Background: an optimization exercise with open tools, aiming at small area, a short achievable clock period and few clock cycles per item. Do not read the settings as production practice. In this exercise RTL edits were held to simulation tests only and were not proved equivalent to the original.

==> flow/config.mk <==
export PLATFORM = sky130hd
export DESIGN_NAME = rotation_matrix_to_quaternion_unit
export DESIGN_NICKNAME = rotation_matrix_to_quaternion_unit
export VERILOG_FILES = /design/flow/design.v
export SDC_FILE = /design/flow/constraint.sdc
export NUM_CORES = 4
export LEC_CHECK = 0
export CAP_MARGIN = 20
export CORE_MARGIN = 2
export CORE_UTILIZATION = 40
export SLEW_MARGIN = 20
==> flow/constraint.sdc <==
create_clock -name core_clock -period 19.0 [get_ports {clk}]
set_input_delay 3.8000 -clock core_clock [delete_from_list [all_inputs] [get_ports {clk}]]
set_output_delay 3.8000 -clock core_clock [all_outputs]
set_load 0.01 [all_outputs]
==> flow/design.v <==
module rotation_matrix_to_quaternion_unit (
  input  logic               clk,
  input  logic               rst,
  input  logic               in_valid,
  output logic               in_ready,
  input  logic signed [15:0] m00, m01, m02,
  input  logic signed [15:0] m10, m11, m12,
  input  logic signed [15:0] m20, m21, m22,
  output logic               out_valid,
  input  logic               out_ready,
  output logic [14:0]        qw,
  output logic signed [15:0] qx, qy, qz
);
  logic               v_m, in_rdy, adv;
  logic signed [15:0] r00, r01, r02, r10, r11, r12, r20, r21, r22;
  logic        vF;
  logic [16:0] f_rad;
  logic [15:0] f_D0, f_D1, f_D2;
  logic        f_dn0, f_dn1, f_dn2, f_diag, f_neg;
  logic [1:0]  f_k;
  logic        f_hold;
  logic [3:0] sqd1_1;
  logic [0:0] sqq1_2;
  logic [1:0] sqr1_3;
  logic [2:0] X_1;
  logic [15:0] rad1_4;
  logic [4:0] sqd2_5;
  logic [1:0] sqq2_6;
  logic [2:0] sqr2_7;
  logic [3:0] X_2;
  logic [13:0] rad2_8;
  logic [5:0] sqd3_9;
  logic [2:0] sqq3_10;
  logic [3:0] sqr3_11;
  logic [4:0] X_3;
  logic [11:0] rad3_12;
  logic [6:0] sqd4_13;
  logic [3:0] sqq4_14;
  logic [4:0] sqr4_15;
  logic [5:0] X_4;
  logic [9:0] rad4_16;
  logic [7:0] sqd5_17;
  logic [4:0] sqq5_18;
  logic [5:0] sqr5_19;
  logic [6:0] X_5;
  logic [7:0] rad5_20;
  logic [8:0] sqd6_21;
  logic [5:0] sqq6_22;
  logic [6:0] sqr6_23;
  logic [7:0] X_6;
  logic [5:0] rad6_24;
  logic [9:0] sqd7_25;
  logic [6:0] sqq7_26;
  logic [7:0] sqr7_27;
  logic [8:0] X_7;
  logic [3:0] rad7_28;
  logic [15:0] s1_D0;
  logic [15:0] s1_D1;
  logic [15:0] s1_D2;
  logic [6:0] s1_Q;
  logic [7:0] s1_R;
  logic [0:0] s1_diag;
  logic [0:0] s1_dn0;
  logic [0:0] s1_dn1;
  logic [0:0] s1_dn2;
  logic [1:0] s1_k;
  logic [0:0] s1_neg;
  logic [3:0] s1_rad;
  logic [10:0] sqd8_29;
  logic [7:0] sqq8_30;
  logic [8:0] sqr8_31;
  logic [9:0] X_8;
  logic [1:0] rad8_32;
  logic [11:0] sqd9_33;
  logic [8:0] sqq9_34;
  logic [9:0] sqr9_35;
  logic [10:0] X_9;
  logic [12:0] sqd10_36;
  logic [9:0] sqq10_37;
  logic [10:0] sqr10_38;
  logic [11:0] X_10;
  logic [13:0] sqd11_39;
  logic [10:0] sqq11_40;
  logic [11:0] sqr11_41;
  logic [12:0] X_11;
  logic [15:0] s2_D0;
  logic [15:0] s2_D1;
  logic [15:0] s2_D2;
  logic [10:0] s2_Q;
  logic [11:0] s2_R;
  logic [0:0] s2_diag;
  logic [0:0] s2_dn0;
  logic [0:0] s2_dn1;
  logic [0:0] s2_dn2;
  logic [1:0] s2_k;
  logic [0:0] s2_neg;
  logic [14:0] sqd12_42;
  logic [11:0] sqq12_43;
  logic [12:0] sqr12_44;
  logic [13:0] X_12;
  logic [15:0] sqd13_45;
  logic [12:0] sqq13_46;
  logic [13:0] sqr13_47;
  logic [14:0] X_13;
  logic [16:0] sqd14_48;
  logic [13:0] sqq14_49;
  logic [14:0] sqr14_50;
  logic [15:0] X_14;
  logic [17:0] sqd15_51;
  logic [14:0] sqq15_52;
  logic [15:0] s3_D0;
  logic [15:0] s3_D1;
  logic [15:0] s3_D2;
  logic [0:0] s3_diag;
  logic [0:0] s3_dn0;
  logic [0:0] s3_dn1;
  logic [0:0] s3_dn2;
  logic [1:0] s3_k;
  logic [0:0] s3_neg;
  logic [14:0] s3_w;
  logic [12:0] p0_0_53;
  logic [0:0] ovf0_54;
  logic [2:0] dl0_55;
  logic [1:0] dl0_1_56;
  logic [13:0] dx0_1_57;
  logic [16:0] dd0_1_58;
  logic [0:0] q0_1_59;
  logic [14:0] pp0_1_60;
  logic [12:0] p0_1_61;
  logic [0:0] ovf1_62;
  logic [2:0] dl1_63;
  logic [1:0] dl1_1_64;
  logic [13:0] dx1_1_65;
  logic [16:0] dd1_1_66;
  logic [0:0] q1_1_67;
  logic [14:0] pp1_1_68;
  logic [12:0] p0_2_69;
  logic [0:0] ovf2_70;
  logic [2:0] dl2_71;
  logic [1:0] dl2_1_72;
  logic [13:0] dx2_1_73;
  logic [16:0] dd2_1_74;
  logic [0:0] q2_1_75;
  logic [14:0] pp2_1_76;
  logic [0:0] dl0_2_77;
  logic [15:0] dx0_2_78;
  logic [16:0] dd0_2_79;
  logic [1:0] q0_2_80;
  logic [14:0] pp0_2_81;
  logic [0:0] dl1_2_82;
  logic [15:0] dx1_2_83;
  logic [16:0] dd1_2_84;
  logic [1:0] q1_2_85;
  logic [14:0] pp1_2_86;
  logic [0:0] dl2_2_87;
  logic [15:0] dx2_2_88;
  logic [16:0] dd2_2_89;
  logic [1:0] q2_2_90;
  logic [14:0] pp2_2_91;
  logic [14:0] s4_P0;
  logic [14:0] s4_P1;
  logic [14:0] s4_P2;
  logic [0:0] s4_diag;
  logic [0:0] s4_dl0;
  logic [0:0] s4_dl1;
  logic [0:0] s4_dl2;
  logic [0:0] s4_dn0;
  logic [0:0] s4_dn1;
  logic [0:0] s4_dn2;
  logic [1:0] s4_k;
  logic [0:0] s4_neg;
  logic [0:0] s4_ovf0;
  logic [0:0] s4_ovf1;
  logic [0:0] s4_ovf2;
  logic [1:0] s4_q0;
  logic [1:0] s4_q1;
  logic [1:0] s4_q2;
  logic [14:0] s4_w;
  logic [15:0] dx0_3_92;
  logic [16:0] dd0_3_93;
  logic [2:0] q0_3_94;
  logic [14:0] pp0_3_95;
  logic [15:0] dx1_3_96;
  logic [16:0] dd1_3_97;
  logic [2:0] q1_3_98;
  logic [14:0] pp1_3_99;
  logic [15:0] dx2_3_100;
  logic [16:0] dd2_3_101;
  logic [2:0] q2_3_102;
  logic [14:0] pp2_3_103;
  logic [15:0] dx0_4_104;
  logic [16:0] dd0_4_105;
  logic [3:0] q0_4_106;
  logic [14:0] pp0_4_107;
  logic [15:0] dx1_4_108;
  logic [16:0] dd1_4_109;
  logic [3:0] q1_4_110;
  logic [14:0] pp1_4_111;
  logic [15:0] dx2_4_112;
  logic [16:0] dd2_4_113;
  logic [3:0] q2_4_114;
  logic [14:0] pp2_4_115;
  logic [14:0] s5_P0;
  logic [14:0] s5_P1;
  logic [14:0] s5_P2;
  logic [0:0] s5_diag;
  logic [0:0] s5_dn0;
  logic [0:0] s5_dn1;
  logic [0:0] s5_dn2;
  logic [1:0] s5_k;
  logic [0:0] s5_neg;
  logic [0:0] s5_ovf0;
  logic [0:0] s5_ovf1;
  logic [0:0] s5_ovf2;
  logic [3:0] s5_q0;
  logic [3:0] s5_q1;
  logic [3:0] s5_q2;
  logic [14:0] s5_w;
  logic [15:0] dx0_5_116;
  logic [16:0] dd0_5_117;
  logic [4:0] q0_5_118;
  logic [14:0] pp0_5_119;
  logic [15:0] dx1_5_120;
  logic [16:0] dd1_5_121;
  logic [4:0] q1_5_122;
  logic [14:0] pp1_5_123;
  logic [15:0] dx2_5_124;
  logic [16:0] dd2_5_125;
  logic [4:0] q2_5_126;
  logic [14:0] pp2_5_127;
  logic [15:0] dx0_6_128;
  logic [16:0] dd0_6_129;
  logic [5:0] q0_6_130;
  logic [14:0] pp0_6_131;
  logic [15:0] dx1_6_132;
  logic [16:0] dd1_6_133;
  logic [5:0] q1_6_134;
  logic [14:0] pp1_6_135;
  logic [15:0] dx2_6_136;
  logic [16:0] dd2_6_137;
  logic [5:0] q2_6_138;
  logic [14:0] pp2_6_139;
  logic [14:0] s6_P0;
  logic [14:0] s6_P1;
  logic [14:0] s6_P2;
  logic [0:0] s6_diag;
  logic [0:0] s6_dn0;
  logic [0:0] s6_dn1;
  logic [0:0] s6_dn2;
  logic [1:0] s6_k;
  logic [0:0] s6_neg;
  logic [0:0] s6_ovf0;
  logic [0:0] s6_ovf1;
  logic [0:0] s6_ovf2;
  logic [5:0] s6_q0;
  logic [5:0] s6_q1;
  logic [5:0] s6_q2;
  logic [14:0] s6_w;
  logic [15:0] dx0_7_140;
  logic [16:0] dd0_7_141;
  logic [6:0] q0_7_142;
  logic [14:0] pp0_7_143;
  logic [15:0] dx1_7_144;
  logic [16:0] dd1_7_145;
  logic [6:0] q1_7_146;
  logic [14:0] pp1_7_147;
  logic [15:0] dx2_7_148;
  logic [16:0] dd2_7_149;
  logic [6:0] q2_7_150;
  logic [14:0] pp2_7_151;
  logic [15:0] dx0_8_152;
  logic [16:0] dd0_8_153;
  logic [7:0] q0_8_154;
  logic [14:0] pp0_8_155;
  logic [15:0] dx1_8_156;
  logic [16:0] dd1_8_157;
  logic [7:0] q1_8_158;
  logic [14:0] pp1_8_159;
  logic [15:0] dx2_8_160;
  logic [16:0] dd2_8_161;
  logic [7:0] q2_8_162;
  logic [14:0] pp2_8_163;
  logic [14:0] s7_P0;
  logic [14:0] s7_P1;
  logic [14:0] s7_P2;
  logic [0:0] s7_diag;
  logic [0:0] s7_dn0;
  logic [0:0] s7_dn1;
  logic [0:0] s7_dn2;
  logic [1:0] s7_k;
  logic [0:0] s7_neg;
  logic [0:0] s7_ovf0;
  logic [0:0] s7_ovf1;
  logic [0:0] s7_ovf2;
  logic [7:0] s7_q0;
  logic [7:0] s7_q1;
  logic [7:0] s7_q2;
  logic [14:0] s7_w;
  logic [15:0] dx0_9_164;
  logic [16:0] dd0_9_165;
  logic [8:0] q0_9_166;
  logic [14:0] pp0_9_167;
  logic [15:0] dx1_9_168;
  logic [16:0] dd1_9_169;
  logic [8:0] q1_9_170;
  logic [14:0] pp1_9_171;
  logic [15:0] dx2_9_172;
  logic [16:0] dd2_9_173;
  logic [8:0] q2_9_174;
  logic [14:0] pp2_9_175;
  logic [15:0] dx0_10_176;
  logic [16:0] dd0_10_177;
  logic [9:0] q0_10_178;
  logic [14:0] pp0_10_179;
  logic [15:0] dx1_10_180;
  logic [16:0] dd1_10_181;
  logic [9:0] q1_10_182;
  logic [14:0] pp1_10_183;
  logic [15:0] dx2_10_184;
  logic [16:0] dd2_10_185;
  logic [9:0] q2_10_186;
  logic [14:0] pp2_10_187;
  logic [14:0] s8_P0;
  logic [14:0] s8_P1;
  logic [14:0] s8_P2;
  logic [0:0] s8_diag;
  logic [0:0] s8_dn0;
  logic [0:0] s8_dn1;
  logic [0:0] s8_dn2;
  logic [1:0] s8_k;
  logic [0:0] s8_neg;
  logic [0:0] s8_ovf0;
  logic [0:0] s8_ovf1;
  logic [0:0] s8_ovf2;
  logic [9:0] s8_q0;
  logic [9:0] s8_q1;
  logic [9:0] s8_q2;
  logic [14:0] s8_w;
  logic [15:0] dx0_11_188;
  logic [16:0] dd0_11_189;
  logic [10:0] q0_11_190;
  logic [14:0] pp0_11_191;
  logic [15:0] dx1_11_192;
  logic [16:0] dd1_11_193;
  logic [10:0] q1_11_194;
  logic [14:0] pp1_11_195;
  logic [15:0] dx2_11_196;
  logic [16:0] dd2_11_197;
  logic [10:0] q2_11_198;
  logic [14:0] pp2_11_199;
  logic [15:0] dx0_12_200;
  logic [16:0] dd0_12_201;
  logic [11:0] q0_12_202;
  logic [14:0] pp0_12_203;
  logic [15:0] dx1_12_204;
  logic [16:0] dd1_12_205;
  logic [11:0] q1_12_206;
  logic [14:0] pp1_12_207;
  logic [15:0] dx2_12_208;
  logic [16:0] dd2_12_209;
  logic [11:0] q2_12_210;
  logic [14:0] pp2_12_211;
  logic [14:0] s9_P0;
  logic [14:0] s9_P1;
  logic [14:0] s9_P2;
  logic [0:0] s9_diag;
  logic [0:0] s9_dn0;
  logic [0:0] s9_dn1;
  logic [0:0] s9_dn2;
  logic [1:0] s9_k;
  logic [0:0] s9_neg;
  logic [0:0] s9_ovf0;
  logic [0:0] s9_ovf1;
  logic [0:0] s9_ovf2;
  logic [11:0] s9_q0;
  logic [11:0] s9_q1;
  logic [11:0] s9_q2;
  logic [14:0] s9_w;
  logic [15:0] dx0_13_212;
  logic [16:0] dd0_13_213;
  logic [12:0] q0_13_214;
  logic [14:0] pp0_13_215;
  logic [15:0] dx1_13_216;
  logic [16:0] dd1_13_217;
  logic [12:0] q1_13_218;
  logic [14:0] pp1_13_219;
  logic [15:0] dx2_13_220;
  logic [16:0] dd2_13_221;
  logic [12:0] q2_13_222;
  logic [14:0] pp2_13_223;
  logic [15:0] dx0_14_224;
  logic [16:0] dd0_14_225;
  logic [13:0] q0_14_226;
  logic [14:0] pp0_14_227;
  logic [15:0] dx1_14_228;
  logic [16:0] dd1_14_229;
  logic [13:0] q1_14_230;
  logic [14:0] pp1_14_231;
  logic [15:0] dx2_14_232;
  logic [16:0] dd2_14_233;
  logic [13:0] q2_14_234;
  logic [14:0] pp2_14_235;
  logic [14:0] s10_P0;
  logic [14:0] s10_P1;
  logic [14:0] s10_P2;
  logic [0:0] s10_diag;
  logic [0:0] s10_dn0;
  logic [0:0] s10_dn1;
  logic [0:0] s10_dn2;
  logic [1:0] s10_k;
  logic [0:0] s10_neg;
  logic [0:0] s10_ovf0;
  logic [0:0] s10_ovf1;
  logic [0:0] s10_ovf2;
  logic [13:0] s10_q0;
  logic [13:0] s10_q1;
  logic [13:0] s10_q2;
  logic [14:0] s10_w;
  logic [15:0] dx0_15_236;
  logic [16:0] dd0_15_237;
  logic [14:0] q0_15_238;
  logic [15:0] dx1_15_239;
  logic [16:0] dd1_15_240;
  logic [14:0] q1_15_241;
  logic [15:0] dx2_15_242;
  logic [16:0] dd2_15_243;
  logic [14:0] q2_15_244;
  logic [14:0] fq0_245;
  logic [0:0] fo0_246;
  logic [0:0] fn0_247;
  logic [15:0] fs0_248;
  logic [14:0] fq1_249;
  logic [0:0] fo1_250;
  logic [0:0] fn1_251;
  logic [15:0] fs1_252;
  logic [14:0] fq2_253;
  logic [0:0] fo2_254;
  logic [0:0] fn2_255;
  logic [15:0] fs2_256;
  logic v1, v2, v3, v4, v5, v6, v7, v8, v9, v10;
  assign in_ready = in_rdy;
  assign f_hold   = vF & f_diag & (f_k != 2'd2);
  logic ld;
  assign ld = ~v_m | (adv & ~f_hold);
  always_ff @(posedge clk) begin
    if (ld) begin
      r00 <= m00; r01 <= m01; r02 <= m02;
      r10 <= m10; r11 <= m11; r12 <= m12;
      r20 <= m20; r21 <= m21; r22 <= m22;
    end
  end
  logic signed [18:0] sum;
  logic [16:0]        a;
  logic               dg;
  logic signed [16:0] t0, t1, t2, d0, d1, d2;
  logic               tp0, tp1, tp2;
  logic [15:0]        tc0, tc1, tc2, e0, e1, e2;
  logic               nx, ny, nz;
  always_comb begin
    sum = 19'(r00) + 19'(r11) + 19'(r22) + 19'sd16384;
    a   = sum[18] ? 17'(-sum) : 17'(sum);
    dg  = (sum == 19'sd0);
    t0  = 17'(r00) + 17'sd16384;
    t1  = 17'(r11) + 17'sd16384;
    t2  = 17'(r22) + 17'sd16384;
    tp0 = ~t0[16] & (t0 != 17'sd0);
    tp1 = ~t1[16] & (t1 != 17'sd0);
    tp2 = ~t2[16] & (t2 != 17'sd0);
    tc0 = tp0 ? t0[15:0] : 16'd0;
    tc1 = tp1 ? t1[15:0] : 16'd0;
    tc2 = tp2 ? t2[15:0] : 16'd0;
    d0  = 17'(r21) - 17'(r12);
    d1  = 17'(r02) - 17'(r20);
    d2  = 17'(r10) - 17'(r01);
    e0  = d0[16] ? 16'(-d0) : d0[15:0];
    e1  = d1[16] ? 16'(-d1) : d1[15:0];
    e2  = d2[16] ? 16'(-d2) : d2[15:0];
    nx  = ~tp0 & ((tp1 & r01[15]) | (~tp1 & tp2 & r02[15]));
    ny  = (tp0 & r01[15]) | (~tp0 & ~tp1 & tp2 & r12[15]);
    nz  = (tp0 & r02[15]) | (~tp0 & tp1 & r12[15]);
  end
  always_ff @(posedge clk) begin
    if (adv) begin
      if (f_hold) begin
        f_rad <= {f_D0, 1'b0};
        f_D0  <= f_D1;
        f_neg <= f_dn1;
        f_dn1 <= f_dn2;
        f_k   <= f_k + 2'd1;
      end else begin
        f_rad  <= dg ? {tc0, 1'b0} : a;
        f_D0   <= dg ? tc1 : e0;
        f_D1   <= dg ? tc2 : e1;
        f_D2   <= e2;
        f_dn0  <= d0[16];
        f_dn1  <= dg ? ny : d1[16];
        f_dn2  <= dg ? nz : d2[16];
        f_neg  <= nx;
        f_diag <= dg;
        f_k    <= 2'd0;
      end
    end
  end
  assign sqd1_1 = {1'b0, {1'b0, f_rad[16]}} - {2'd0, 2'b01};
  assign sqq1_2 = ~sqd1_1[3];
  assign sqr1_3 = ~sqd1_1[3] ? sqd1_1[1:0] : X_1[1:0];
  assign X_1 = {1'b0, f_rad[16]};
  assign rad1_4 = f_rad[15:0];
  assign sqd2_5 = {1'b0, {sqr1_3, rad1_4[15:14]}} - {2'd0, {sqq1_2, 2'b01}};
  assign sqq2_6 = {sqq1_2, ~sqd2_5[4]};
  assign sqr2_7 = ~sqd2_5[4] ? sqd2_5[2:0] : X_2[2:0];
  assign X_2 = {sqr1_3, rad1_4[15:14]};
  assign rad2_8 = rad1_4[13:0];
  assign sqd3_9 = {1'b0, {sqr2_7, rad2_8[13:12]}} - {2'd0, {sqq2_6, 2'b01}};
  assign sqq3_10 = {sqq2_6, ~sqd3_9[5]};
  assign sqr3_11 = ~sqd3_9[5] ? sqd3_9[3:0] : X_3[3:0];
  assign X_3 = {sqr2_7, rad2_8[13:12]};
  assign rad3_12 = rad2_8[11:0];
  assign sqd4_13 = {1'b0, {sqr3_11, rad3_12[11:10]}} - {2'd0, {sqq3_10, 2'b01}};
  assign sqq4_14 = {sqq3_10, ~sqd4_13[6]};
  assign sqr4_15 = ~sqd4_13[6] ? sqd4_13[4:0] : X_4[4:0];
  assign X_4 = {sqr3_11, rad3_12[11:10]};
  assign rad4_16 = rad3_12[9:0];
  assign sqd5_17 = {1'b0, {sqr4_15, rad4_16[9:8]}} - {2'd0, {sqq4_14, 2'b01}};
  assign sqq5_18 = {sqq4_14, ~sqd5_17[7]};
  assign sqr5_19 = ~sqd5_17[7] ? sqd5_17[5:0] : X_5[5:0];
  assign X_5 = {sqr4_15, rad4_16[9:8]};
  assign rad5_20 = rad4_16[7:0];
  assign sqd6_21 = {1'b0, {sqr5_19, rad5_20[7:6]}} - {2'd0, {sqq5_18, 2'b01}};
  assign sqq6_22 = {sqq5_18, ~sqd6_21[8]};
  assign sqr6_23 = ~sqd6_21[8] ? sqd6_21[6:0] : X_6[6:0];
  assign X_6 = {sqr5_19, rad5_20[7:6]};
  assign rad6_24 = rad5_20[5:0];
  assign sqd7_25 = {1'b0, {sqr6_23, rad6_24[5:4]}} - {2'd0, {sqq6_22, 2'b01}};
  assign sqq7_26 = {sqq6_22, ~sqd7_25[9]};
  assign sqr7_27 = ~sqd7_25[9] ? sqd7_25[7:0] : X_7[7:0];
  assign X_7 = {sqr6_23, rad6_24[5:4]};
  assign rad7_28 = rad6_24[3:0];
  assign sqd8_29 = {1'b0, {s1_R, s1_rad[3:2]}} - {2'd0, {s1_Q, 2'b01}};
  assign sqq8_30 = {s1_Q, ~sqd8_29[10]};
  assign sqr8_31 = ~sqd8_29[10] ? sqd8_29[8:0] : X_8[8:0];
  assign X_8 = {s1_R, s1_rad[3:2]};
  assign rad8_32 = s1_rad[1:0];
  assign sqd9_33 = {1'b0, {sqr8_31, rad8_32[1:0]}} - {2'd0, {sqq8_30, 2'b01}};
  assign sqq9_34 = {sqq8_30, ~sqd9_33[11]};
  assign sqr9_35 = ~sqd9_33[11] ? sqd9_33[9:0] : X_9[9:0];
  assign X_9 = {sqr8_31, rad8_32[1:0]};
  assign sqd10_36 = {1'b0, {sqr9_35, 2'b00}} - {2'd0, {sqq9_34, 2'b01}};
  assign sqq10_37 = {sqq9_34, ~sqd10_36[12]};
  assign sqr10_38 = ~sqd10_36[12] ? sqd10_36[10:0] : X_10[10:0];
  assign X_10 = {sqr9_35, 2'b00};
  assign sqd11_39 = {1'b0, {sqr10_38, 2'b00}} - {2'd0, {sqq10_37, 2'b01}};
  assign sqq11_40 = {sqq10_37, ~sqd11_39[13]};
  assign sqr11_41 = ~sqd11_39[13] ? sqd11_39[11:0] : X_11[11:0];
  assign X_11 = {sqr10_38, 2'b00};
  assign sqd12_42 = {1'b0, {s2_R, 2'b00}} - {2'd0, {s2_Q, 2'b01}};
  assign sqq12_43 = {s2_Q, ~sqd12_42[14]};
  assign sqr12_44 = ~sqd12_42[14] ? sqd12_42[12:0] : X_12[12:0];
  assign X_12 = {s2_R, 2'b00};
  assign sqd13_45 = {1'b0, {sqr12_44, 2'b00}} - {2'd0, {sqq12_43, 2'b01}};
  assign sqq13_46 = {sqq12_43, ~sqd13_45[15]};
  assign sqr13_47 = ~sqd13_45[15] ? sqd13_45[13:0] : X_13[13:0];
  assign X_13 = {sqr12_44, 2'b00};
  assign sqd14_48 = {1'b0, {sqr13_47, 2'b00}} - {2'd0, {sqq13_46, 2'b01}};
  assign sqq14_49 = {sqq13_46, ~sqd14_48[16]};
  assign sqr14_50 = ~sqd14_48[16] ? sqd14_48[14:0] : X_14[14:0];
  assign X_14 = {sqr13_47, 2'b00};
  assign sqd15_51 = {1'b0, {sqr14_50, 2'b00}} - {2'd0, {sqq14_49, 2'b01}};
  assign sqq15_52 = {sqq14_49, ~sqd15_51[17]};
  assign p0_0_53 = s3_D0[15:3];
  assign ovf0_54 = ({2'b00, p0_0_53} >= s3_w);
  assign dl0_55 = s3_D0[2:0];
  assign dl0_1_56 = dl0_55[1:0];
  assign dx0_1_57 = {p0_0_53, dl0_55[2]};
  assign dd0_1_58 = {3'd0, dx0_1_57} - {2'b00, s3_w};
  assign q0_1_59 = ~dd0_1_58[16];
  assign pp0_1_60 = ~dd0_1_58[16] ? dd0_1_58[14:0] : {1'd0, dx0_1_57};
  assign p0_1_61 = s3_D1[15:3];
  assign ovf1_62 = ({2'b00, p0_1_61} >= s3_w);
  assign dl1_63 = s3_D1[2:0];
  assign dl1_1_64 = dl1_63[1:0];
  assign dx1_1_65 = {p0_1_61, dl1_63[2]};
  assign dd1_1_66 = {3'd0, dx1_1_65} - {2'b00, s3_w};
  assign q1_1_67 = ~dd1_1_66[16];
  assign pp1_1_68 = ~dd1_1_66[16] ? dd1_1_66[14:0] : {1'd0, dx1_1_65};
  assign p0_2_69 = s3_D2[15:3];
  assign ovf2_70 = ({2'b00, p0_2_69} >= s3_w);
  assign dl2_71 = s3_D2[2:0];
  assign dl2_1_72 = dl2_71[1:0];
  assign dx2_1_73 = {p0_2_69, dl2_71[2]};
  assign dd2_1_74 = {3'd0, dx2_1_73} - {2'b00, s3_w};
  assign q2_1_75 = ~dd2_1_74[16];
  assign pp2_1_76 = ~dd2_1_74[16] ? dd2_1_74[14:0] : {1'd0, dx2_1_73};
  assign dl0_2_77 = dl0_1_56[0:0];
  assign dx0_2_78 = {pp0_1_60, dl0_1_56[1]};
  assign dd0_2_79 = {1'd0, dx0_2_78} - {2'b00, s3_w};
  assign q0_2_80 = {q0_1_59, ~dd0_2_79[16]};
  assign pp0_2_81 = ~dd0_2_79[16] ? dd0_2_79[14:0] : dx0_2_78[14:0];
  assign dl1_2_82 = dl1_1_64[0:0];
  assign dx1_2_83 = {pp1_1_68, dl1_1_64[1]};
  assign dd1_2_84 = {1'd0, dx1_2_83} - {2'b00, s3_w};
  assign q1_2_85 = {q1_1_67, ~dd1_2_84[16]};
  assign pp1_2_86 = ~dd1_2_84[16] ? dd1_2_84[14:0] : dx1_2_83[14:0];
  assign dl2_2_87 = dl2_1_72[0:0];
  assign dx2_2_88 = {pp2_1_76, dl2_1_72[1]};
  assign dd2_2_89 = {1'd0, dx2_2_88} - {2'b00, s3_w};
  assign q2_2_90 = {q2_1_75, ~dd2_2_89[16]};
  assign pp2_2_91 = ~dd2_2_89[16] ? dd2_2_89[14:0] : dx2_2_88[14:0];
  assign dx0_3_92 = {s4_P0, s4_dl0[0]};
  assign dd0_3_93 = {1'd0, dx0_3_92} - {2'b00, s4_w};
  assign q0_3_94 = {s4_q0, ~dd0_3_93[16]};
  assign pp0_3_95 = ~dd0_3_93[16] ? dd0_3_93[14:0] : dx0_3_92[14:0];
  assign dx1_3_96 = {s4_P1, s4_dl1[0]};
  assign dd1_3_97 = {1'd0, dx1_3_96} - {2'b00, s4_w};
  assign q1_3_98 = {s4_q1, ~dd1_3_97[16]};
  assign pp1_3_99 = ~dd1_3_97[16] ? dd1_3_97[14:0] : dx1_3_96[14:0];
  assign dx2_3_100 = {s4_P2, s4_dl2[0]};
  assign dd2_3_101 = {1'd0, dx2_3_100} - {2'b00, s4_w};
  assign q2_3_102 = {s4_q2, ~dd2_3_101[16]};
  assign pp2_3_103 = ~dd2_3_101[16] ? dd2_3_101[14:0] : dx2_3_100[14:0];
  assign dx0_4_104 = {pp0_3_95, 1'b0};
  assign dd0_4_105 = {1'd0, dx0_4_104} - {2'b00, s4_w};
  assign q0_4_106 = {q0_3_94, ~dd0_4_105[16]};
  assign pp0_4_107 = ~dd0_4_105[16] ? dd0_4_105[14:0] : dx0_4_104[14:0];
  assign dx1_4_108 = {pp1_3_99, 1'b0};
  assign dd1_4_109 = {1'd0, dx1_4_108} - {2'b00, s4_w};
  assign q1_4_110 = {q1_3_98, ~dd1_4_109[16]};
  assign pp1_4_111 = ~dd1_4_109[16] ? dd1_4_109[14:0] : dx1_4_108[14:0];
  assign dx2_4_112 = {pp2_3_103, 1'b0};
  assign dd2_4_113 = {1'd0, dx2_4_112} - {2'b00, s4_w};
  assign q2_4_114 = {q2_3_102, ~dd2_4_113[16]};
  assign pp2_4_115 = ~dd2_4_113[16] ? dd2_4_113[14:0] : dx2_4_112[14:0];
  assign dx0_5_116 = {s5_P0, 1'b0};
  assign dd0_5_117 = {1'd0, dx0_5_116} - {2'b00, s5_w};
  assign q0_5_118 = {s5_q0, ~dd0_5_117[16]};
  assign pp0_5_119 = ~dd0_5_117[16] ? dd0_5_117[14:0] : dx0_5_116[14:0];
  assign dx1_5_120 = {s5_P1, 1'b0};
  assign dd1_5_121 = {1'd0, dx1_5_120} - {2'b00, s5_w};
  assign q1_5_122 = {s5_q1, ~dd1_5_121[16]};
  assign pp1_5_123 = ~dd1_5_121[16] ? dd1_5_121[14:0] : dx1_5_120[14:0];
  assign dx2_5_124 = {s5_P2, 1'b0};
  assign dd2_5_125 = {1'd0, dx2_5_124} - {2'b00, s5_w};
  assign q2_5_126 = {s5_q2, ~dd2_5_125[16]};
  assign pp2_5_127 = ~dd2_5_125[16] ? dd2_5_125[14:0] : dx2_5_124[14:0];
  assign dx0_6_128 = {pp0_5_119, 1'b0};
  assign dd0_6_129 = {1'd0, dx0_6_128} - {2'b00, s5_w};
  assign q0_6_130 = {q0_5_118, ~dd0_6_129[16]};
  assign pp0_6_131 = ~dd0_6_129[16] ? dd0_6_129[14:0] : dx0_6_128[14:0];
  assign dx1_6_132 = {pp1_5_123, 1'b0};
  assign dd1_6_133 = {1'd0, dx1_6_132} - {2'b00, s5_w};
  assign q1_6_134 = {q1_5_122, ~dd1_6_133[16]};
  assign pp1_6_135 = ~dd1_6_133[16] ? dd1_6_133[14:0] : dx1_6_132[14:0];
  assign dx2_6_136 = {pp2_5_127, 1'b0};
  assign dd2_6_137 = {1'd0, dx2_6_136} - {2'b00, s5_w};
  assign q2_6_138 = {q2_5_126, ~dd2_6_137[16]};
  assign pp2_6_139 = ~dd2_6_137[16] ? dd2_6_137[14:0] : dx2_6_136[14:0];
  assign dx0_7_140 = {s6_P0, 1'b0};
  assign dd0_7_141 = {1'd0, dx0_7_140} - {2'b00, s6_w};
  assign q0_7_142 = {s6_q0, ~dd0_7_141[16]};
  assign pp0_7_143 = ~dd0_7_141[16] ? dd0_7_141[14:0] : dx0_7_140[14:0];
  assign dx1_7_144 = {s6_P1, 1'b0};
  assign dd1_7_145 = {1'd0, dx1_7_144} - {2'b00, s6_w};
  assign q1_7_146 = {s6_q1, ~dd1_7_145[16]};
  assign pp1_7_147 = ~dd1_7_145[16] ? dd1_7_145[14:0] : dx1_7_144[14:0];
  assign dx2_7_148 = {s6_P2, 1'b0};
  assign dd2_7_149 = {1'd0, dx2_7_148} - {2'b00, s6_w};
  assign q2_7_150 = {s6_q2, ~dd2_7_149[16]};
  assign pp2_7_151 = ~dd2_7_149[16] ? dd2_7_149[14:0] : dx2_7_148[14:0];
  assign dx0_8_152 = {pp0_7_143, 1'b0};
  assign dd0_8_153 = {1'd0, dx0_8_152} - {2'b00, s6_w};
  assign q0_8_154 = {q0_7_142, ~dd0_8_153[16]};
  assign pp0_8_155 = ~dd0_8_153[16] ? dd0_8_153[14:0] : dx0_8_152[14:0];
  assign dx1_8_156 = {pp1_7_147, 1'b0};
  assign dd1_8_157 = {1'd0, dx1_8_156} - {2'b00, s6_w};
  assign q1_8_158 = {q1_7_146, ~dd1_8_157[16]};
  assign pp1_8_159 = ~dd1_8_157[16] ? dd1_8_157[14:0] : dx1_8_156[14:0];
  assign dx2_8_160 = {pp2_7_151, 1'b0};
  assign dd2_8_161 = {1'd0, dx2_8_160} - {2'b00, s6_w};
  assign q2_8_162 = {q2_7_150, ~dd2_8_161[16]};
  assign pp2_8_163 = ~dd2_8_161[16] ? dd2_8_161[14:0] : dx2_8_160[14:0];
  assign dx0_9_164 = {s7_P0, 1'b0};
  assign dd0_9_165 = {1'd0, dx0_9_164} - {2'b00, s7_w};
  assign q0_9_166 = {s7_q0, ~dd0_9_165[16]};
  assign pp0_9_167 = ~dd0_9_165[16] ? dd0_9_165[14:0] : dx0_9_164[14:0];
  assign dx1_9_168 = {s7_P1, 1'b0};
  assign dd1_9_169 = {1'd0, dx1_9_168} - {2'b00, s7_w};
  assign q1_9_170 = {s7_q1, ~dd1_9_169[16]};
  assign pp1_9_171 = ~dd1_9_169[16] ? dd1_9_169[14:0] : dx1_9_168[14:0];
  assign dx2_9_172 = {s7_P2, 1'b0};
  assign dd2_9_173 = {1'd0, dx2_9_172} - {2'b00, s7_w};
  assign q2_9_174 = {s7_q2, ~dd2_9_173[16]};
  assign pp2_9_175 = ~dd2_9_173[16] ? dd2_9_173[14:0] : dx2_9_172[14:0];
  assign dx0_10_176 = {pp0_9_167, 1'b0};
  assign dd0_10_177 = {1'd0, dx0_10_176} - {2'b00, s7_w};
  assign q0_10_178 = {q0_9_166, ~dd0_10_177[16]};
  assign pp0_10_179 = ~dd0_10_177[16] ? dd0_10_177[14:0] : dx0_10_176[14:0];
  assign dx1_10_180 = {pp1_9_171, 1'b0};
  assign dd1_10_181 = {1'd0, dx1_10_180} - {2'b00, s7_w};
  assign q1_10_182 = {q1_9_170, ~dd1_10_181[16]};
  assign pp1_10_183 = ~dd1_10_181[16] ? dd1_10_181[14:0] : dx1_10_180[14:0];
  assign dx2_10_184 = {pp2_9_175, 1'b0};
  assign dd2_10_185 = {1'd0, dx2_10_184} - {2'b00, s7_w};
  assign q2_10_186 = {q2_9_174, ~dd2_10_185[16]};
  assign pp2_10_187 = ~dd2_10_185[16] ? dd2_10_185[14:0] : dx2_10_184[14:0];
  assign dx0_11_188 = {s8_P0, 1'b0};
  assign dd0_11_189 = {1'd0, dx0_11_188} - {2'b00, s8_w};
  assign q0_11_190 = {s8_q0, ~dd0_11_189[16]};
  assign pp0_11_191 = ~dd0_11_189[16] ? dd0_11_189[14:0] : dx0_11_188[14:0];
  assign dx1_11_192 = {s8_P1, 1'b0};
  assign dd1_11_193 = {1'd0, dx1_11_192} - {2'b00, s8_w};
  assign q1_11_194 = {s8_q1, ~dd1_11_193[16]};
  assign pp1_11_195 = ~dd1_11_193[16] ? dd1_11_193[14:0] : dx1_11_192[14:0];
  assign dx2_11_196 = {s8_P2, 1'b0};
  assign dd2_11_197 = {1'd0, dx2_11_196} - {2'b00, s8_w};
  assign q2_11_198 = {s8_q2, ~dd2_11_197[16]};
  assign pp2_11_199 = ~dd2_11_197[16] ? dd2_11_197[14:0] : dx2_11_196[14:0];
  assign dx0_12_200 = {pp0_11_191, 1'b0};
  assign dd0_12_201 = {1'd0, dx0_12_200} - {2'b00, s8_w};
  assign q0_12_202 = {q0_11_190, ~dd0_12_201[16]};
  assign pp0_12_203 = ~dd0_12_201[16] ? dd0_12_201[14:0] : dx0_12_200[14:0];
  assign dx1_12_204 = {pp1_11_195, 1'b0};
  assign dd1_12_205 = {1'd0, dx1_12_204} - {2'b00, s8_w};
  assign q1_12_206 = {q1_11_194, ~dd1_12_205[16]};
  assign pp1_12_207 = ~dd1_12_205[16] ? dd1_12_205[14:0] : dx1_12_204[14:0];
  assign dx2_12_208 = {pp2_11_199, 1'b0};
  assign dd2_12_209 = {1'd0, dx2_12_208} - {2'b00, s8_w};
  assign q2_12_210 = {q2_11_198, ~dd2_12_209[16]};
  assign pp2_12_211 = ~dd2_12_209[16] ? dd2_12_209[14:0] : dx2_12_208[14:0];
  assign dx0_13_212 = {s9_P0, 1'b0};
  assign dd0_13_213 = {1'd0, dx0_13_212} - {2'b00, s9_w};
  assign q0_13_214 = {s9_q0, ~dd0_13_213[16]};
  assign pp0_13_215 = ~dd0_13_213[16] ? dd0_13_213[14:0] : dx0_13_212[14:0];
  assign dx1_13_216 = {s9_P1, 1'b0};
  assign dd1_13_217 = {1'd0, dx1_13_216} - {2'b00, s9_w};
  assign q1_13_218 = {s9_q1, ~dd1_13_217[16]};
  assign pp1_13_219 = ~dd1_13_217[16] ? dd1_13_217[14:0] : dx1_13_216[14:0];
  assign dx2_13_220 = {s9_P2, 1'b0};
  assign dd2_13_221 = {1'd0, dx2_13_220} - {2'b00, s9_w};
  assign q2_13_222 = {s9_q2, ~dd2_13_221[16]};
  assign pp2_13_223 = ~dd2_13_221[16] ? dd2_13_221[14:0] : dx2_13_220[14:0];
  assign dx0_14_224 = {pp0_13_215, 1'b0};
  assign dd0_14_225 = {1'd0, dx0_14_224} - {2'b00, s9_w};
  assign q0_14_226 = {q0_13_214, ~dd0_14_225[16]};
  assign pp0_14_227 = ~dd0_14_225[16] ? dd0_14_225[14:0] : dx0_14_224[14:0];
  assign dx1_14_228 = {pp1_13_219, 1'b0};
  assign dd1_14_229 = {1'd0, dx1_14_228} - {2'b00, s9_w};
  assign q1_14_230 = {q1_13_218, ~dd1_14_229[16]};
  assign pp1_14_231 = ~dd1_14_229[16] ? dd1_14_229[14:0] : dx1_14_228[14:0];
  assign dx2_14_232 = {pp2_13_223, 1'b0};
  assign dd2_14_233 = {1'd0, dx2_14_232} - {2'b00, s9_w};
  assign q2_14_234 = {q2_13_222, ~dd2_14_233[16]};
  assign pp2_14_235 = ~dd2_14_233[16] ? dd2_14_233[14:0] : dx2_14_232[14:0];
  assign dx0_15_236 = {s10_P0, 1'b0};
  assign dd0_15_237 = {1'd0, dx0_15_236} - {2'b00, s10_w};
  assign q0_15_238 = {s10_q0, ~dd0_15_237[16]};
  assign dx1_15_239 = {s10_P1, 1'b0};
  assign dd1_15_240 = {1'd0, dx1_15_239} - {2'b00, s10_w};
  assign q1_15_241 = {s10_q1, ~dd1_15_240[16]};
  assign dx2_15_242 = {s10_P2, 1'b0};
  assign dd2_15_243 = {1'd0, dx2_15_242} - {2'b00, s10_w};
  assign q2_15_244 = {s10_q2, ~dd2_15_243[16]};
  assign fq0_245 = s10_diag ? s10_w : q0_15_238;
  assign fo0_246 = ~s10_diag & s10_ovf0;
  assign fn0_247 = s10_diag ? s10_neg : s10_dn0;
  assign fs0_248 = fn0_247 ? (fo0_246 ? 16'h8000 : (16'd0 - {1'b0, fq0_245})) : (fo0_246 ? 16'h7fff : {1'b0, fq0_245});
  assign fq1_249 = s10_diag ? s10_w : q1_15_241;
  assign fo1_250 = ~s10_diag & s10_ovf1;
  assign fn1_251 = s10_diag ? s10_neg : s10_dn1;
  assign fs1_252 = fn1_251 ? (fo1_250 ? 16'h8000 : (16'd0 - {1'b0, fq1_249})) : (fo1_250 ? 16'h7fff : {1'b0, fq1_249});
  assign fq2_253 = s10_diag ? s10_w : q2_15_244;
  assign fo2_254 = ~s10_diag & s10_ovf2;
  assign fn2_255 = s10_diag ? s10_neg : s10_dn2;
  assign fs2_256 = fn2_255 ? (fo2_254 ? 16'h8000 : (16'd0 - {1'b0, fq2_253})) : (fo2_254 ? 16'h7fff : {1'b0, fq2_253});
  always_ff @(posedge clk) begin
    if (adv) begin
      s1_D0 <= f_D0;
      s1_D1 <= f_D1;
      s1_D2 <= f_D2;
      s1_Q <= sqq7_26;
      s1_R <= sqr7_27;
      s1_diag <= f_diag;
      s1_dn0 <= f_dn0;
      s1_dn1 <= f_dn1;
      s1_dn2 <= f_dn2;
      s1_k <= f_k;
      s1_neg <= f_neg;
      s1_rad <= rad7_28;
      s2_D0 <= s1_D0;
      s2_D1 <= s1_D1;
      s2_D2 <= s1_D2;
      s2_Q <= sqq11_40;
      s2_R <= sqr11_41;
      s2_diag <= s1_diag;
      s2_dn0 <= s1_dn0;
      s2_dn1 <= s1_dn1;
      s2_dn2 <= s1_dn2;
      s2_k <= s1_k;
      s2_neg <= s1_neg;
      s3_D0 <= s2_D0;
      s3_D1 <= s2_D1;
      s3_D2 <= s2_D2;
      s3_diag <= s2_diag;
      s3_dn0 <= s2_dn0;
      s3_dn1 <= s2_dn1;
      s3_dn2 <= s2_dn2;
      s3_k <= s2_k;
      s3_neg <= s2_neg;
      s3_w <= sqq15_52;
      s4_P0 <= pp0_2_81;
      s4_P1 <= pp1_2_86;
      s4_P2 <= pp2_2_91;
      s4_diag <= s3_diag;
      s4_dl0 <= dl0_2_77;
      s4_dl1 <= dl1_2_82;
      s4_dl2 <= dl2_2_87;
      s4_dn0 <= s3_dn0;
      s4_dn1 <= s3_dn1;
      s4_dn2 <= s3_dn2;
      s4_k <= s3_k;
      s4_neg <= s3_neg;
      s4_ovf0 <= ovf0_54;
      s4_ovf1 <= ovf1_62;
      s4_ovf2 <= ovf2_70;
      s4_q0 <= q0_2_80;
      s4_q1 <= q1_2_85;
      s4_q2 <= q2_2_90;
      s4_w <= s3_w;
      s5_P0 <= pp0_4_107;
      s5_P1 <= pp1_4_111;
      s5_P2 <= pp2_4_115;
      s5_diag <= s4_diag;
      s5_dn0 <= s4_dn0;
      s5_dn1 <= s4_dn1;
      s5_dn2 <= s4_dn2;
      s5_k <= s4_k;
      s5_neg <= s4_neg;
      s5_ovf0 <= s4_ovf0;
      s5_ovf1 <= s4_ovf1;
      s5_ovf2 <= s4_ovf2;
      s5_q0 <= q0_4_106;
      s5_q1 <= q1_4_110;
      s5_q2 <= q2_4_114;
      s5_w <= s4_w;
      s6_P0 <= pp0_6_131;
      s6_P1 <= pp1_6_135;
      s6_P2 <= pp2_6_139;
      s6_diag <= s5_diag;
      s6_dn0 <= s5_dn0;
      s6_dn1 <= s5_dn1;
      s6_dn2 <= s5_dn2;
      s6_k <= s5_k;
      s6_neg <= s5_neg;
      s6_ovf0 <= s5_ovf0;
      s6_ovf1 <= s5_ovf1;
      s6_ovf2 <= s5_ovf2;
      s6_q0 <= q0_6_130;
      s6_q1 <= q1_6_134;
      s6_q2 <= q2_6_138;
      s6_w <= s5_w;
      s7_P0 <= pp0_8_155;
      s7_P1 <= pp1_8_159;
      s7_P2 <= pp2_8_163;
      s7_diag <= s6_diag;
      s7_dn0 <= s6_dn0;
      s7_dn1 <= s6_dn1;
      s7_dn2 <= s6_dn2;
      s7_k <= s6_k;
      s7_neg <= s6_neg;
      s7_ovf0 <= s6_ovf0;
      s7_ovf1 <= s6_ovf1;
      s7_ovf2 <= s6_ovf2;
      s7_q0 <= q0_8_154;
      s7_q1 <= q1_8_158;
      s7_q2 <= q2_8_162;
      s7_w <= s6_w;
      s8_P0 <= pp0_10_179;
      s8_P1 <= pp1_10_183;
      s8_P2 <= pp2_10_187;
      s8_diag <= s7_diag;
      s8_dn0 <= s7_dn0;
      s8_dn1 <= s7_dn1;
      s8_dn2 <= s7_dn2;
      s8_k <= s7_k;
      s8_neg <= s7_neg;
      s8_ovf0 <= s7_ovf0;
      s8_ovf1 <= s7_ovf1;
      s8_ovf2 <= s7_ovf2;
      s8_q0 <= q0_10_178;
      s8_q1 <= q1_10_182;
      s8_q2 <= q2_10_186;
      s8_w <= s7_w;
      s9_P0 <= pp0_12_203;
      s9_P1 <= pp1_12_207;
      s9_P2 <= pp2_12_211;
      s9_diag <= s8_diag;
      s9_dn0 <= s8_dn0;
      s9_dn1 <= s8_dn1;
      s9_dn2 <= s8_dn2;
      s9_k <= s8_k;
      s9_neg <= s8_neg;
      s9_ovf0 <= s8_ovf0;
      s9_ovf1 <= s8_ovf1;
      s9_ovf2 <= s8_ovf2;
      s9_q0 <= q0_12_202;
      s9_q1 <= q1_12_206;
      s9_q2 <= q2_12_210;
      s9_w <= s8_w;
      s10_P0 <= pp0_14_227;
      s10_P1 <= pp1_14_231;
      s10_P2 <= pp2_14_235;
      s10_diag <= s9_diag;
      s10_dn0 <= s9_dn0;
      s10_dn1 <= s9_dn1;
      s10_dn2 <= s9_dn2;
      s10_k <= s9_k;
      s10_neg <= s9_neg;
      s10_ovf0 <= s9_ovf0;
      s10_ovf1 <= s9_ovf1;
      s10_ovf2 <= s9_ovf2;
      s10_q0 <= q0_14_226;
      s10_q1 <= q1_14_230;
      s10_q2 <= q2_14_234;
      s10_w <= s9_w;
    end
  end
  always_ff @(posedge clk) begin
    if (rst) begin
      v_m <= 1'b0;
      vF <= 1'b0;
      v1 <= 1'b0;
      v2 <= 1'b0;
      v3 <= 1'b0;
      v4 <= 1'b0;
      v5 <= 1'b0;
      v6 <= 1'b0;
      v7 <= 1'b0;
      v8 <= 1'b0;
      v9 <= 1'b0;
      v10 <= 1'b0;
    end else begin
      v_m <= ld ? in_valid : v_m;
      if (adv) begin
        vF <= f_hold | v_m;
        v1 <= vF;
        v2 <= v1;
        v3 <= v2;
        v4 <= v3;
        v5 <= v4;
        v6 <= v5;
        v7 <= v6;
        v8 <= v7;
        v9 <= v8;
        v10 <= v9;
      end
    end
  end
  logic        ov, ovp, sv, arr, take;
  logic [14:0] o_w, k_w;
  logic [15:0] o_x, o_y, o_z, k_x, k_y, k_z;
  logic [14:0] a_w;
  logic [15:0] a_x, a_y, a_z;
  logic        ov_n, sv_n, last_diag;
  logic [1:0]  last_k;
  assign last_diag = s10_diag;
  assign last_k    = s10_k;
  assign arr  = adv & v10 & (~last_diag | (last_k == 2'd2));
  assign take = ov & out_ready;
  assign a_w  = last_diag ? 15'd0 : s10_w;
  assign a_x  = last_diag ? k_x : fs0_248;
  assign a_y  = last_diag ? k_y : fs1_252;
  assign a_z  = fs2_256;
  logic xslot, yslot, kload;
  assign xslot = adv & v10 & last_diag & (last_k == 2'd0);
  assign yslot = adv & v10 & last_diag & (last_k == 2'd1);
  assign kload = arr & ~(~ov | take) | arr & sv;
  always_comb begin
    if (~ov | take) begin
      ov_n = sv | arr;
      sv_n = sv & arr;
    end else begin
      ov_n = 1'b1;
      sv_n = sv | arr;
    end
  end
  always_ff @(posedge clk) begin
    if (~ov | take) begin
      if (sv) begin
        o_w <= k_w; o_x <= k_x; o_y <= k_y; o_z <= k_z;
      end else begin
        o_w <= a_w; o_x <= a_x; o_y <= a_y; o_z <= a_z;
      end
    end
    if (kload) begin
      k_w <= a_w; k_z <= a_z;
    end
    if (kload | xslot) k_x <= xslot ? fs0_248 : a_x;
    if (kload | yslot) k_y <= yslot ? fs1_252 : a_y;
  end
  logic v_m_n, vF_n, fh_n;
  always_comb begin
    v_m_n = ld ? in_valid : v_m;
    if (adv) begin
      vF_n = f_hold | v_m;
      fh_n = f_hold ? (f_k != 2'd1) : (v_m & dg);
    end else begin
      vF_n = vF;
      fh_n = f_hold;
    end
  end
  always_ff @(posedge clk) begin
    if (rst) begin
      ov     <= 1'b0;
      ovp    <= 1'b0;
      sv     <= 1'b0;
      adv    <= 1'b1;
      in_rdy <= 1'b1;
    end else begin
      ov     <= ov_n;
      ovp    <= sv | arr | (ov & ~out_ready);
      sv     <= sv_n;
      adv    <= ~(ov_n & sv_n);
      in_rdy <= ~v_m_n | (~(ov_n & sv_n) & ~fh_n);
    end
  end
  assign out_valid = ovp;
  assign qw = o_w;
  assign qx = o_x;
  assign qy = o_y;
  assign qz = o_z;
endmodule
==> flow/flow/run.sh <==
#!/bin/bash
# The standard layout (standard.sh), with these changes to how it is made:
#  - ADDER_MAP_FILE empty: Yosys does not map adders onto the library's
#    full/half adder cells; ABC maps all of the logic, with its area script
#    (ABC_AREA=1);
#  - SETUP_SLACK_MARGIN=13.9: repair_timing keeps working until every path
#    is about 5.1 ns (the clock stays at the design's period);
#  - clock sinks clustered in groups of up to 25 within 80 um;
#  - core utilization 55% (a smaller die, shorter wires);
#  - every port still gets its own buffer, but buffer_ports starts from
#    buf_1 (the resizer upsizes the ones that need it).
# Everything else (synthesis script, floorplan, power grid, placement, CTS,
# routing) is the standard flow. Its output goes to standard.log.
set -euo pipefail
bash standard.sh ABC_AREA=1 ADDER_MAP_FILE= SETUP_SLACK_MARGIN=13.9 \
  CTS_CLUSTER_SIZE=25 CTS_CLUSTER_DIAMETER=80 CORE_UTILIZATION=55 \
  "BUFFER_PORTS_ARGS=-buffer_cell sky130_fd_sc_hd__buf_1" > standard.log 2>&1
==> flow/standard.sh <==
#!/bin/bash
# synth_recipe.tcl (not shown) runs the flow's synth.tcl, then flattens the netlist and writes it again
# the make line also repeats each setting of config.mk as NAME=value (left out here)
make -C /OpenROAD-flow-scripts/flow DESIGN_CONFIG=/design/flow/config.mk WORK_HOME=/design/flow/orfs CLKGATE_MAP_FILE= SYNTH_SCRIPT=/design/flow/synth_recipe.tcl "${@:-finish}"
==> impl_summary.log, run 1 <==
[metrics] status: complete, no violations
[metrics] overall die width: just over 400 µm
[metrics] # IOs: about 210
[metrics] top library cells by usage in the layout, fill and taps aside: sky130_fd_sc_hd__nand2_1 (3,134), sky130_fd_sc_hd__inv_1 (1,893), sky130_fd_sc_hd__nor2_1 (1,825)
[metrics] floorplan die height: 407 µm
[metrics] Synth Instances: roughly 13,000
[metrics] deepest clock path buffer count: 3
[metrics] clock latency reported for the late side of the worst-skew pair: roughly 0.76 ns
[metrics] area of the core region: between 150,000 and 200,000 µm²
[metrics] H-tree Lvls: 3
[metrics] post-DP HPWL: 229 mm
[metrics] number of nets in the layout: ~13,000
[metrics] cell with the largest stage delay on the worst path: sky130_fd_sc_hd__edfxtp_1
[metrics] synthesized net count: around 13,000
[metrics] count of yosys warnings during synthesis: 1
[metrics] total placed cells including tap cells: approximately 15,000
[metrics] number of endpoints with negative hold slack in the final report: 0
[metrics] final worst path period share: a little over a quarter
[metrics] fraction of synthesis flops using an asynchronous set or reset pin: 0%
[metrics] reg2reg setup slack: roughly 14 ns
[metrics] via total after detailed routing: 86,500
[metrics] Overflow after GRT: 0
[metrics] count of distinct cell types in the synthesized netlist: approximately 70
[metrics] Largest register FFs: 17
[metrics] vias in the first global route: slightly below 80,000
[metrics] class of the tightest hold or removal check: reg -> reg
[metrics] CTS buffer count: between 80 and 90
[metrics] minimum clock period after layout: a little over 5 ns
[metrics] largest net degree at the start of global routing: 189
[metrics] required time at the endpoint of the critical path: approximately 15 ns
[metrics] RR Endpoint: s5_P0[12]
[metrics] launching element type of the critical path: flop
[metrics] worst r2r path cells: 23
[metrics] headroom to the max-slew limit: 21.9%
[metrics] number of port buffers: approximately 210
[metrics] hold buffer count at CTS: 0
[metrics] largest fanout on the critical path: 1
[metrics] most common cell after layout, fill and taps aside: sky130_fd_sc_hd__nand2_1
[metrics] number of pins with negative max-slew slack in the final report: 0
[metrics] relative area change from synthesis to final layout: 11.1%
[metrics] max-cap check violation count: 0
[metrics] worst setup path class: reg -> out
[metrics] cell row count: around 150
[metrics] all-layer global routing usage: 34.8%
[metrics] cell area after technology mapping: approximately 89,000 µm²
[metrics] drt first-iter violations: between 8,000 and 9,000
[metrics] final weighted congestion of routability-driven global placement: 1.01
[metrics] ordered list of cells on the worst path: buf_1
[metrics] remaining antenna violation count: 0
[metrics] worst slack, placed: 12.48 ns
[metrics] Residual DRC: 0
[metrics] count of non-filler cells in the finished layout: approximately 15,000
[metrics] post-route setup slack: ~14 ns
[metrics] count of clock tree sinks: ~1,200
[metrics] area enclosed by the die boundary: between 150,000 and 200,000 µm²
[metrics] clock tree from TritonCTS: yes
[metrics] layout cell share with drive strength beyond 1: under 10%
[metrics] cell family with the largest share of critical-path delay: flip-flops
[metrics] worst reg2reg startpoint: s4_w[2]
[metrics] part of the Yosys area used for sequential elements: between 40% and 50%
[metrics] initial antenna violation count: 4
[metrics] Fin Setup TNS: 0 ns
[metrics] TritonRoute pass-1 iters: 7
[metrics] Hold Crit Depth: 0
[metrics] Max Freq: between 150 and 200 MHz
[metrics] total of flip-flops plus latches after synthesis: about 1,200
[metrics] worst path arrival time: 1.32 ns
[metrics] worst clock skew: 0.0471 ns
[metrics] Vias/cell: approximately 5.7
[metrics] CP peak stage delay: ~0.43 ns
[metrics] clock-pin slew of the registers on the worst-case setup and hold paths: ~0.090 ns
[metrics] number of enable-type register cells in the synthesized netlist: approximately 1,200
[metrics] Worst-Margin Slew: around 1.2 ns
[metrics] most flop-heavy register: f_rad
[metrics] initial cell density of the core: between 50 and 60%
[metrics] Top FF cell, synth: sky130_fd_sc_hd__edfxtp_1
[metrics] hold wc startpoint: f_D2[5]
[metrics] Hold Crit Endpoint: s1_D2[5]
[metrics] count of buffer and inverter cells on the critical path: 1
[metrics] average routed wire per standard cell: ~20 µm
[metrics] Setup-failing EPs final: 0
[metrics] mean area per synthesized cell: 7.08 µm²
[metrics] buffer type at the clock tree root: sky130_fd_sc_hd__clkbuf_16
[metrics] global-route wire length before repair: 443 mm
[metrics] drt total wl: ~300 mm
[metrics] nature of the critical path endpoint: output pin
[metrics] unrepaired setup endpoints after global routing: yes
cells in the mapped netlist, drive strengths merged (24+ instances only):
cell,count,area share (%)
nor2,1876,8.0
nand3,865,5.0
o211ai,36,0.30
o22ai,28,0.20
a21boi,43,0.37
inv,1979,8.3
o21bai,48,0.40
o31ai,24,0.20
xor2,343,3.4
nand4,160,1.2
xnor2,138,1.4
o21ai,1088,6.1
or2,196,1.4
a31oi,200,1.4
nor4,44,0.31
edfxtp,1224,41
a21oi,450,2.6
buf,118,0.78
nand2,3255,14
nand3b,44,0.40
clkbuf,138,0.58
nor3,99,0.56
final cells by class:
| cell class | instances | area [µm²] |
|---|---|---|
| fill | 14700 | 61800 |
| multi-input combinational | 9137 | 45000 |
| sequential | 1240 | 37100 |
| inverter | 1990 | 7590 |
| timing repair buffer | 561 | 3630 |
| tap | 2160 | 2700 |
| clock buffer | 93 | 2140 |
| clock inverter | 55 | 838 |
| antenna | 3 | 7.51 |
how the worst max path moves through the flow:
stage / from / end / slack [ns] / cells after the start
detailed placement: s6_w[0] / s7_P2[12] / 12.48 / 25
global route: s4_w[2] / s5_P0[12] / 13.80 / 23
CTS: o_y[0] / qy[0] / 13.84 / 1
finish: o_y[0] / qy[0] / 13.88 / 1
global placement: s9_w[10] / s10_P2[10] / 12.60 / 26
floorplan: adv / k_x[0] / 9.31 / 6
per-layer routing:
metal	up-vias	share of wire (%)	GRT usage, %
li1	42000	-	-
met3	1042	6.6	4.36
met5	-	0.0096	0
met4	4	8.9	25.2
met2	3712	47	59.3
met1	39700	37	40.5
cell families after synthesis:
family | count (synthesis) | share of synthesized area, %
AND/OR/NAND/NOR | 6580 | 31.1
buffers and inverters | 2246 | 9.74
AO/OA/AOI/OAI | 2027 | 12.6
flip-flops | 1240 | 41.6
XOR/XNOR | 481 | 4.74
multiplexers | 17 | 0.191
repair_timing:
item / 4_1_cts / 5_1_grt
cloned: 4 / 28
setup buffers: 97 / 188
endpoints found under the setup margin: 400 / 446
gates resized for setup: 131 / 346
pin swaps: 8 / 60
through the flow:
stage          hold WS [ns]  instance area [µm²]  utilization (%)
2_1_floorplan         0.400                89200                -
3_3_place_gp          0.400                92000             57.2
3_5_place_dp          0.405                92000             57.2
4_1_cts               0.410                96200             59.8
5_1_grt               0.406                99000             61.6
6_report              0.410                99000             61.6
Testbench counts, summed over its fixed seeds: cycles 9,988, items 9,600.
==> run 2: changes to the inputs <==
--- a/flow/flow/run.sh
+++ b/flow/flow/run.sh
@@ -7,5 +7,4 @@
 #    is about 5.1 ns (the clock stays at the design's period);
 #  - clock sinks clustered in groups of up to 25 within 80 um;
-#  - core utilization 55% (a smaller die, shorter wires);
 #  - every port still gets its own buffer, but buffer_ports starts from
 #    buf_1 (the resizer upsizes the ones that need it).
@@ -14,4 +13,4 @@
 set -euo pipefail
 bash standard.sh ABC_AREA=1 ADDER_MAP_FILE= SETUP_SLACK_MARGIN=13.9 \
-  CTS_CLUSTER_SIZE=25 CTS_CLUSTER_DIAMETER=80 CORE_UTILIZATION=55 \
+  CTS_CLUSTER_SIZE=25 CTS_CLUSTER_DIAMETER=80 \
   "BUFFER_PORTS_ARGS=-buffer_cell sky130_fd_sc_hd__buf_1" > standard.log 2>&1
==> run 2 against run 1 <==
Highest routed layer unchanged. Clock skew is 0.042 ns higher. Register-to-register slack improved by 0.08 ns. Sequential cell count unchanged. Final cell count grew 5.3%. Synthesized cell count unchanged. Hold slack gained 0.0028 ns. Global-route usage down 12 points. Non-clock buffer count shrank 17. Die area up 37%.
==> impl_summary.log, run 2 <==
[metrics] H-tree Lvls: 3 (unchanged)
[metrics] deepest clock path buffer count: 3 (unchanged)
[metrics] largest net degree at the start of global routing: 188 (-0.53%)
[metrics] clock tree from TritonCTS: yes
[metrics] Fin Setup TNS: 0 ns (unchanged)
[metrics] floorplan die height: 476 µm (+17%)
[metrics] number of nets in the layout: 13,100 (-0.14%)
[metrics] synthesized net count: 12,700 (unchanged)
[metrics] unrepaired setup endpoints after global routing: yes
[metrics] sequential standard cell area: 37,100 µm² (about the same)
[metrics] part of the Yosys area used for sequential elements: 41.6% (unchanged)
[metrics] fraction of synthesis flops using an asynchronous set or reset pin: 0% (unchanged)
[metrics] via total after detailed routing: 82,000 (-5.2%)
[metrics] overall die width: 476 µm (+17%)
[metrics] Setup-failing EPs final: 0 (unchanged)
[metrics] number of port buffers: 212 (unchanged)
[metrics] remaining antenna violation count: 0 (unchanged)
[metrics] minimum clock period after layout: 5.24 ns (+0.125 ns)
[metrics] top library cells by usage in the layout, fill and taps aside: sky130_fd_sc_hd__nand2_1 (3,122), sky130_fd_sc_hd__inv_1 (1,894), sky130_fd_sc_hd__nor2_1 (1,831)
[metrics] number of enable-type register cells in the synthesized netlist: 1,224 (unchanged)
[metrics] hold buffer count at CTS: 0 (unchanged)
[metrics] Top FF cell, synth: sky130_fd_sc_hd__edfxtp_1
[metrics] count of buffer and inverter cells on the critical path: 1 (unchanged)
[metrics] CP peak stage delay: 0.50 ns (+0.07 ns)
[metrics] global-route wire length before repair: 413 mm (-6.8%)
[metrics] headroom to the max-slew limit: 28.9% (+7.0 points)
[metrics] average routed wire per standard cell: 17.1 µm (-14%)
[metrics] final worst path period share: 27.6% (+0.66 points)
[metrics] vias in the first global route: 73,500 (-7.0%)
[metrics] Synth Instances: 12,600 (unchanged)
[metrics] filler cell count in the final layout: 22,600 (+54%)
[metrics] cell area after technology mapping: 89,100 µm² (unchanged)
[metrics] max-cap check violation count: 0 (unchanged)
[metrics] clock latency reported for the late side of the worst-skew pair: 0.79 ns (+0.03 ns)
[metrics] count of clock tree sinks: 1,240 (unchanged)
[metrics] number of endpoints with negative hold slack in the final report: 0 (unchanged)
[metrics] TritonRoute pass-1 iters: 8 (+1)
[metrics] post-DP HPWL: 207 mm (-9.5%)
[metrics] combined area of the multi-input logic cells: 44,800 µm² (-0.37%)
[metrics] nature of the critical path endpoint: output pin
[metrics] launching element type of the critical path: flop
[metrics] largest fanout on the critical path: 1 (unchanged)
[metrics] Max Freq: 191 MHz (-2.4%)
[metrics] final weighted congestion of routability-driven global placement: 0.977 (-3.5%)
[metrics] # IOs: 213 (unchanged)
[metrics] area of the core region: 222,000 µm² (+38%)
[metrics] worst path arrival time: 1.44 ns (+0.12 ns)
[metrics] most flop-heavy register: f_rad
[metrics] post-synth top area share: 41.2% (unchanged)
[metrics] initial antenna violation count: 5 (+1)
[metrics] synth cell count leaders: sky130_fd_sc_hd__nand2_1 (3,194), sky130_fd_sc_hd__inv_1 (1,931), sky130_fd_sc_hd__nor2_1 (1,851), sky130_fd_sc_hd__edfxtp_1 (1,224), sky130_fd_sc_hd__o21ai_0 (1,037)
[metrics] count of distinct cell types in the synthesized netlist: 72 (unchanged)
[metrics] most frequent cell after synthesis: sky130_fd_sc_hd__nand2_1
[metrics] cell with the largest stage delay on the worst path: sky130_fd_sc_hd__edfxtp_1
[metrics] Residual DRC: 0 (unchanged)
[metrics] clock-pin slew of the registers on the worst-case setup and hold paths: 0.09 ns (about the same)
[metrics] buffer type at the clock tree root: sky130_fd_sc_hd__clkbuf_16
[metrics] all-layer global routing usage: 23.2% (-12 points)
[metrics] total of flip-flops plus latches after synthesis: 1,240 (unchanged)
[metrics] Vias/cell: 5.11 (-10%)
[metrics] drt total wl: 274 mm (-9.0%)
[metrics] cell row count: 173 (+18%)
[metrics] most common cell after layout, fill and taps aside: sky130_fd_sc_hd__nand2_1
[metrics] number of pins with negative max-slew slack in the final report: 0 (unchanged)
[metrics] worst setup path class: reg -> out
[metrics] status: complete, no violations
[metrics] count of yosys warnings during synthesis: 1 (unchanged)
[metrics] initial cell density of the core: 40.2% (-15 points)
[metrics] Overflow after GRT: 0 (unchanged)
[metrics] cell family with the largest share of critical-path delay: flip-flops
[metrics] CTS buffer count: 89 (+7.2%)
[metrics] leading area contributor after synthesis: sky130_fd_sc_hd__edfxtp_1
[metrics] top cells by area, synth: sky130_fd_sc_hd__edfxtp_1 (41%), sky130_fd_sc_hd__nand2_1 (13%), sky130_fd_sc_hd__inv_1 (8.1%), sky130_fd_sc_hd__nor2_1 (7.8%), sky130_fd_sc_hd__o21ai_0 (5.8%)
[metrics] drt first-iter violations: 7,096 (-16%)
[metrics] worst clock skew: 0.0891 ns (+0.0420 ns)
[metrics] mean area per synthesized cell: 7.08 µm² (unchanged)
[metrics] class of the tightest hold or removal check: reg -> reg
[metrics] layout cell share with drive strength beyond 1: 9.04% (-0.017 points)
[metrics] required time at the endpoint of the critical path: 15.20 ns (about the same)
[metrics] area enclosed by the die boundary: 227,000 µm² (+37%)
[metrics] relative area change from synthesis to final layout: 12.5%
[metrics] Largest register FFs: 17 (unchanged)
[metrics] ordered list of cells on the worst path: clkbuf_2
[metrics] Worst-Margin Slew: 1.07 ns (-0.0928 ns)
-- run 2: cell counts after synthesis --
No cell type changed its count.
-- run 2: final cells by class --
class	count	share of cell area, %
Sequential cell	1240	37.0
Antenna cell	3	0.00749
Clock buffer	99	2.28
Inverter	1990	7.54
Clock inverter	65	1.03
Tap cell	2975	3.71
Timing Repair Buffer	544	3.71
Multi-Input combinational cell	9130	44.7
-- run 2: worst paths after layout --
kind	cells past startpoint	slack, ns	startpoint	to
setup reg to reg	32	14.09	s1_Q[0]	s2_R[5]
setup / recovery	1	13.76	o_z[11]	qz[11]
hold / removal	0	0.41	s3_k[1]	s4_k[1]
hold reg to reg	0	0.41	s3_k[1]	s4_k[1]
-- run 2: metal layers --
layer	global-route usage [%]	up-vias	wire (µm)
met5	0	-	26
met4	8.66	4	11100
met3	2.14	420	14000
met2	39.4	2107	129000
met1	30.5	37400	120000
li1	-	42000	-
-- run 2: per-stage QoR --
step	std cells	hold slack, ns	util (%)	instance area [µm²]	worst slack [ns]
floorplan	12600	0.400	-	89200	9.31
global placement	15600	0.400	41.9	92900	12.83
detailed placement	15600	0.405	41.9	92900	12.78
CTS	15800	0.412	43.9	97400	13.73
global route	16000	0.413	45.2	100000	13.71
finish	16000	0.413	45.2	100000	13.76
-- run 2: repair_timing --
| item | 4_1_cts | 5_1_grt |
|---|---|---|
| endpoints found under the setup margin | 431 | 438 |
| buffers inserted | 98 | 181 |
| resized for setup | 142 | 349 |
| cloned | 1 | 25 |
| pin swaps | 8 | 77 |
-- run 2: logic make-up after synthesis --
kind of cell,Yosys count,synth area share (%)
xor gates and xnor gates,481,4.74
muxes,17,0.191
DFF,1240,41.6
AOI/OAI and AO/OA,2027,12.6
and+or+nand+nor,6580,31.1
buffers and inverters,2246,9.74

static timing again, ports no longer ideal:
The results above use ideal ports. As a check the final layouts listed here were re-extracted and re-timed, cells and wires unchanged.
Step 1: set_driving_cell puts a clkbuf_16 on clk and a buf_2 on each other input, an assumption about the parent block.
Step 2 adds t to the input delays and takes it off the output delays; t is the mean of the earliest and latest rising clock arrival at the registers after step 1. Input paths then give back, and output paths get back, about the clock's delay inside the block.
a / b / c = no drivers / after step 1 / after step 2; a / b = the first two.
run | shift t [ns] | setup slack, ns | slew at the worst register clock pin (ns)
run 1 | 0.824 | 13.882 / 13.790 / 13.325 | 0.10 / 0.10
run 2 | 0.833 | 13.757 / 13.673 / 13.747 | 0.10 / 0.10
After both steps every run listed still meets setup and hold. The setup slack of run 1, which loses most, moves by -0.092 ns with the drivers and by -0.557 ns with both steps.
